Background: an optimization exercise with open tools, aiming at a short achievable clock period and few clock cycles per item. Do not read the settings as production practice. The RTL was checked by simulation tests, not by an equivalence proof against the original design. No activity file was given, so power comes from the tool's default toggle rates.

==> inputs of build 62 <==
==> flow/design.v (excerpt) <==
module cpu_top
(
    input  logic        clk,
    input  logic        rst,
    input  logic [15:0] mem_data_out,
    input  logic        mem_cplt,
    output logic [8:0]  mem_addr,
    output logic [15:0] mem_data_in,
    output logic        mem_r_en,
    output logic        mem_w_en
);
export LEC_CHECK = 0
export ABC_CLOCK_PERIOD_IN_PS = 2400
export CAP_MARGIN = 20
export CORE_MARGIN = 2
export CORE_UTILIZATION = 40
export PLACE_DENSITY = 0.6
export SETUP_SLACK_MARGIN = 2.6
export SLEW_MARGIN = 20
export TNS_END_PERCENT = 100
create_clock -name core_clock -period 5.0 [get_ports {clk}]
run.sh (not shown) runs the stock make flow with config.mk's settings and CLKGATE_MAP_FILE= SYNTH_SCRIPT=/design/flow/synth_recipe.tcl, a recipe that flattens the netlist after the stock synthesis.
==> build 28 (differences from build 62) <==
--- a/flow/design.v
+++ b/flow/design.v
@@ -61,16 +61,22 @@
     logic        blk, rd_pend, rd_pend2, t_in_r, d_isblk;
     logic [5:0]  tdist_r;
     logic [NL-1:0] pf_oh;                
     logic [15:0] d_rdoh, d_rsoh;         
     logic        q1_v, q1_isblk, pf_fix;
     logic [15:0] q1_ir, q1_rdoh, q1_rsoh;
     logic [7:0]  d_pd, q1_pd;
     logic [15:0] dq_oh;
+    logic        dq_hit, il_nf;
+    logic [15:0] dq_hdata;
+    logic [8:0]  il_addr;
+    logic [15:0] dc_v;
+    logic [4:0]  dc_tag [16];
+    logic [15:0] dc_dat [16];
     logic [8:0]  tdist_r9;
     logic [8:0]  q1_pc, tgt_f;
     logic        w_v;
     logic [3:0]  w_rd;
     logic [15:0] w_res, w_woh;
     logic        d_v;
     logic [15:0] d_ir;
     logic [8:0]  d_pc;
@@ -87,24 +93,31 @@
     logic [3:0]  il_rd;
     logic [15:0] il_oh;
     logic        fl_eq, fl_lt, fl_gt;
     logic [15:0] rf [16];
     wire a_ge2 = ahead >= 6'd2;
     wire a_eq1 = ahead == 6'd1;
     wire byp   = a_eq1 & f_done;
     wire avail = a_ge2 | (a_eq1 & !inf_f) | byp;
+    logic [7:0]  c_pd [NL];
     logic [15:0] lw;
+    logic [7:0]  lpd;
     always_comb
     begin
-        lw = '0;
+        lw  = '0;
+        lpd = '0;
         for (int i = 0; i < NL; i++)
-            lw = lw | ({16{pf_oh[i]}} & c_dat[i]);
+        begin
+            lw  = lw  | ({16{pf_oh[i]}} & c_dat[i]);
+            lpd = lpd | ({8{pf_oh[i]}} & c_pd[i]);
+        end
     end
     wire [15:0] f_word = byp ? mem_data_out : lw;
+    wire [7:0]  f_pd_raw = byp ? predec(mem_data_out) : lpd;
     wire [2:0] op  = d_ir[15:13];
     wire [3:0] rd  = d_ir[3:0];
     wire [3:0] rs  = d_ir[7:4];
     wire [3:0] fn  = d_ir[11:8];
     wire       b12 = d_ir[12];
     wire is_ld  = op == 3'b000;
     wire is_jmp = op == 3'b001;
     wire is_st  = op == 3'b010;
@@ -129,18 +142,19 @@
     wire r_cmp = is_r & !b12 & fn == 4'd8;
     wire r_mov = is_r &  b12 & fn == 4'd2;
     wire r2    = r_add | r_sub | r_and | r_or | r_xor | r_cmp;
     wire use_a = is_st | is_li | is_ai | is_si | r2 | r_not | r_neg;
     wire use_b = r2 | r_mov;
     wire d_wr  = is_ld | is_li | is_ai | is_si | r_add | r_sub | r_and | r_or |
                  r_xor | r_not | r_neg | r_mov;
     wire d_alu = is_li | is_ai | is_si | r2 | r_not | r_neg | r_mov;
-    wire [15:0] lmask = dq_oh | il_oh;
-    wire [15:0] pmask = x_woh | lmask;
+    logic [15:0] pend, lpend;
+    wire [15:0] lmask = lpend;
+    wire [15:0] pmask = pend;
     wire stall = (d_pd[2] & |(d_rdoh & pmask)) | (d_pd[1] & |(d_rsoh & pmask)) |
                  (d_pd[0] & |(d_rdoh & lmask)) | (p_mem & dq_v);
     wire d_go  = d_v & !is_ctl & !stall;
     logic cond;
     always_comb
     begin
         case (d_ir[12:11])
             2'd0:    cond = fl_eq;
@@ -156,16 +170,28 @@
     wire       blocking = blk & d_isblk;
     wire       redir    = d_res & taken;
     wire       fast_tk  = redir & blocking;
     wire       fast_nt  = d_res & !taken & blocking;
     wire       gen_rd   = redir & !blocking;
     wire d_cons  = d_v & (is_ctl ? d_res : !stall);
     wire take0   = !d_v | d_cons;
     wire f_adv   = avail & !q1_v & !rd_pend & !rd_pend2 & !pf_fix;
+    logic        d_hit;
+    logic [15:0] d_hdat;
+    always_comb
+    begin
+        d_hit  = 1'b0;
+        d_hdat = '0;
+        for (int i = 0; i < 16; i++)
+        begin
+            d_hit  = d_hit | (d_rsoh[i] & dc_v[i] & dc_tag[i] == d_ir[12:8]);
+            d_hdat = d_hdat | ({16{d_rsoh[i]}} & dc_dat[i]);
+        end
+    end
     logic [15:0] ra, rb;
     always_comb
     begin
         ra = '0;
         rb = '0;
         for (int i = 0; i < 16; i++)
         begin
             ra = ra | ({16{d_rdoh[i]}} & rf[i]);
@@ -207,23 +233,25 @@
             default: e_cond = fl_gt;
         endcase
     end
     wire       e_jmp   = mem_data_out[15:13] == 3'b001;
     wire       fl_fin  = !(x_v & x_cmp) & !(d_v & d_pd[7]) & !(q1_v & q1_pd[7]);
     wire       early   = stop_now & byp & f_adv & (e_jmp | fl_fin);
     wire       e_tk    = early & (e_jmp | e_cond);
     wire       stop_blk = stop_now & !early;
-    wire       iss_e   = !dq_v;
+    wire       dq_bus  = dq_v & !dq_hit;
+    wire       hcomp   = dq_v & dq_hit & !il_v;
+    wire       iss_e   = !dq_bus;
     wire [8:0] e_tgt   = b_addr + mem_data_out[8:0];
     wire [8:0] e_tgt1  = b_addr + mem_data_out[8:0] + 9'd1;
     wire       pf_ok  = (!blk | fast_nt) & a_lt_w & !rd_pend & !rd_pend2 & !stop_blk & !e_tk;
-    wire       iss_dq = bus_free & dq_v;
-    wire       iss_tk = bus_free & !dq_v & fast_tk;
-    wire       iss_pf = bus_free & !dq_v & pf_ok;
+    wire       iss_dq = bus_free & dq_bus;
+    wire       iss_tk = bus_free & !dq_bus & fast_tk;
+    wire       iss_pf = bus_free & !dq_bus & pf_ok;
     wire [8:0] tdist   = fa - tgt_r;
     wire       t_in = tdist != 9'd0 && tdist[8:6] == 3'd0 && tdist[5:0] <= rlen;
     wire       t_in2  = tdist_r9 != 9'd0 && tdist_r9[8:6] == 3'd0 && tdist_r9[5:0] <= rlen;
     wire       rd_out = rd_pend2 & !t_in2;
     wire [5:0] ahead_p1 = ahead + 6'd1;
     wire [5:0] ahead_m1 = ahead - 6'd1;
     always_ff @(posedge clk or posedge rst)
     begin
@@ -233,17 +261,17 @@
             b_wen   <= 1'b0;
             b_fetch <= 1'b1;
             b_stale <= 1'b0;
             b_addr  <= 9'd0;
         end
         else if (bus_free)
         begin
             b_stale <= 1'b0;
-            if (dq_v)
+            if (dq_bus)
             begin
                 b_ren   <= !dq_st;
                 b_wen   <= dq_st;
                 b_fetch <= 1'b0;
                 b_addr  <= dq_addr;
             end
             else if (fast_tk)
             begin
@@ -361,27 +389,30 @@
             else if (fast_nt)
                 blk <= 1'b0;
         end
     end
     always_ff @(posedge clk)
     begin
         for (int i = 0; i < NL; i++)
             if (f_done && b_addr[4:0] == i[4:0])
+            begin
                 c_dat[i] <= mem_data_out;
+                c_pd[i]  <= predec(mem_data_out);
+            end
     end
     logic [15:0] f_rdoh, f_rsoh;
     always_comb
         for (int i = 0; i < 16; i++)
         begin
             f_rdoh[i] = f_word[3:0] == i[3:0];
             f_rsoh[i] = f_word[7:4] == i[3:0];
         end
     wire f_isblk = (byp & stop_blk) | (blk & pc_f == blk_addr);
-    wire [7:0] f_pd = early ? 8'd0 : predec(f_word);
+    wire [7:0] f_pd = early ? 8'd0 : f_pd_raw;
     always_ff @(posedge clk or posedge rst)
     begin
         if (rst)
         begin
             d_v      <= 1'b0;
             q1_v     <= 1'b0;
             d_isblk  <= 1'b0;
             q1_isblk <= 1'b0;
@@ -457,63 +488,105 @@
         x_lsel <= n_lsel;
         x_rd   <= rd;
         x_p    <= p_mrg;
         w_res  <= res;
         w_rd   <= x_rd;
         w_woh  <= x_v ? x_woh : 16'h0000;
         x_q    <= n_q;
         for (int i = 0; i < 16; i++)
-            x_woh[i] <= d_go & d_alu & d_wr & rd == i[3:0];
+            x_woh[i] <= d_alu & d_wr & d_rdoh[i];
+    end
+    wire [15:0] dqm_cur  = {16{dq_v}} & dq_oh;
+    wire [15:0] dqm_next = (iss_dq | hcomp) ? 16'h0000 :
+                           (d_go & is_mem & is_ld) ? d_rdoh : dqm_cur;
+    wire [15:0] ilm_next = (iss_dq & !dq_st) ? dq_oh : (mem_cplt ? 16'h0000 : il_oh);
+    wire [15:0] xm_next  = (d_go & d_alu & d_wr) ? d_rdoh : 16'h0000;
+    always_ff @(posedge clk or posedge rst)
+    begin
+        if (rst)
+        begin
+            pend  <= '0;
+            lpend <= '0;
+        end
+        else
+        begin
+            lpend <= dqm_next | ilm_next;
+            pend  <= dqm_next | ilm_next | xm_next;
+        end
     end
     always_ff @(posedge clk or posedge rst)
     begin
         if (rst)
         begin
             dq_v  <= 1'b0;
             dq_oh <= '0;
             il_v  <= 1'b0;
             il_oh <= '0;
+            il_nf <= 1'b0;
+            dc_v  <= '0;
         end
         else
         begin
-            if (iss_dq)
-            begin
+            if (iss_dq || hcomp)
                 dq_v  <= 1'b0;
-                dq_oh <= '0;
-            end
             else if (d_go & is_mem)
-            begin
                 dq_v  <= 1'b1;
+            if (!dq_v)
                 dq_oh <= is_ld ? d_rdoh : 16'h0000;
-            end
+            if (iss_dq & !dq_st)
+                il_nf <= 1'b0;
+            else if (d_go & is_st & il_v)
+                il_nf <= 1'b1;
+            if (dq_v & dq_st)
+                dc_v[dq_addr[3:0]] <= 1'b1;
+            else if (mem_cplt & il_v & !il_nf)
+                dc_v[il_addr[3:0]] <= 1'b1;
             if (iss_dq & !dq_st)
             begin
                 il_v <= 1'b1;
                 for (int i = 0; i < 16; i++)
                     il_oh[i] <= dq_rd == i[3:0];
             end
             else if (mem_cplt)
             begin
                 il_v  <= 1'b0;
                 il_oh <= '0;
             end
         end
     end
     always_ff @(posedge clk)
     begin
-        if (d_go & is_mem)
+        if (!dq_v)
         begin
             dq_st    <= is_st;
             dq_addr  <= d_ir[12:4];
             dq_rd    <= rd;
             dq_wdata <= ra;
+            dq_hit   <= is_ld & d_hit;
+            dq_hdata <= d_hdat;
         end
         if (iss_dq)
-            il_rd <= dq_rd;
+        begin
+            il_rd   <= dq_rd;
+            il_addr <= dq_addr;
+        end
+        for (int i = 0; i < 16; i++)
+        begin
+            if (dq_v && dq_st && dq_addr[3:0] == i[3:0])
+            begin
+                dc_tag[i] <= dq_addr[8:4];
+                dc_dat[i] <= dq_wdata;
+            end
+            else if (mem_cplt && il_v && !il_nf && il_addr[3:0] == i[3:0])
+            begin
+                dc_tag[i] <= il_addr[8:4];
+                dc_dat[i] <= mem_data_out;
+            end
+        end
     end
     always_ff @(posedge clk or posedge rst)
     begin
         if (rst)
         begin
             fl_eq <= 1'b0;
             fl_lt <= 1'b0;
             fl_gt <= 1'b0;
@@ -531,17 +604,19 @@
         begin
             for (int i = 0; i < 16; i++)
                 rf[i] <= 16'h0000;
         end
         else
         begin
             for (int i = 0; i < 16; i++)
             begin
-                if (w_woh[i])
+                if (hcomp && dq_oh[i])
+                    rf[i] <= dq_hdata;
+                else if (w_woh[i])
                     rf[i] <= w_res;
                 else if (mem_cplt && il_oh[i])
                     rf[i] <= mem_data_out;
             end
         end
     end
 endmodule
 `default_nettype wire
==> qor summary <==
|  | build 62 | build 28 |
|---|---|---|
| Reg-to-reg slack, setup | 1880 ps | 2070 ps |
| Netlist Area Pre-Place | 54500 um^2 | 86100 um^2 |
| Via count normalized by instance count | 6.405 | 6.502 |
| Avg Cell Area, Syn | 11.61 um^2 | 12.15 um^2 |
| Worst setup margin | 1883 ps | 2066 ps |
| Maximum ir drop on the vdd rail | 0.4373 mV | 0.3709 mV |
| Internal | 26670 uW | 33620 uW |
| Run status | no timing/DRC/antenna violations | no timing/DRC/antenna violations |
| Post-Layout Inst Area | 71210 um^2 | 105700 um^2 |
| DR iter-0 viols | 7007 | 10730 |
| Destination of the critical timing path | d_rsoh[8] | d_ir[15] |
| Sink of the worst hold path | w_rd[2] | w_rd[0] |
| Seq group | 14700 uW | 19600 uW |
| Power dissipated in combinational cells | 20000 uW | 19200 uW |
| Final critical delay including setup and external delays | 3117 ps | 2934 ps |
| Maximum number of pins on one net before global-route repair | 110 | 133 |
| Leakage Power | 0.02647 uW | 0.03677 uW |
| Count of buffers added by post-CTS timing repair for setup | 323 | 338 |
| P&R area growth vs syn | 30.66% | 22.76% |
| Number of non-clock buffers in the layout | 687 | 822 |
| Count of cell types in the netlist | 79 | 99 |
| Power of the clock network | 10100 uW | 14800 uW |
Testbench counts of build 62, summed over its fixed seeds: cycles 74,493, instrs 21,628.
Testbench counts of build 28, summed over its fixed seeds: cycles 73,280, instrs 21,628.

-- afterwards: timing with drivers on the ports --
No port has a modelled driver above. Below, the same layouts with a new extraction and two added sets of constraints. Step 1 (the two cells are an assumption about what drives the block):
set clk [get_ports {clk}]
set_driving_cell -lib_cell sky130_fd_sc_hd__clkbuf_16 $clk
set_driving_cell -lib_cell sky130_fd_sc_hd__buf_2 [delete_from_list [all_inputs] $clk]
Step 2 also shifts input and output timing later by t, the mid clock arrival at the registers, as if the neighbouring blocks saw the same clock. Slacks: no drivers / after step 1 / after step 2; pairs: no drivers / after step 1.
run | t (ns) | setup slack, ns | worst setup path at the end | slew at the worst register clock pin (ns) | pins driven straight from the clock port
build 62 | 0.866 | 1.883 / 1.883 / 1.324 | input to register | 0.07 / 0.07 | 1
build 28 | 0.931 | 2.066 / 2.066 / 1.285 | input to register | 0.07 / 0.07 | 1
After both steps setup and hold are still met in every run listed. For build 28, which loses most, drivers alone change the setup slack by 0.000 ns; drivers and shift together by -0.781 ns.
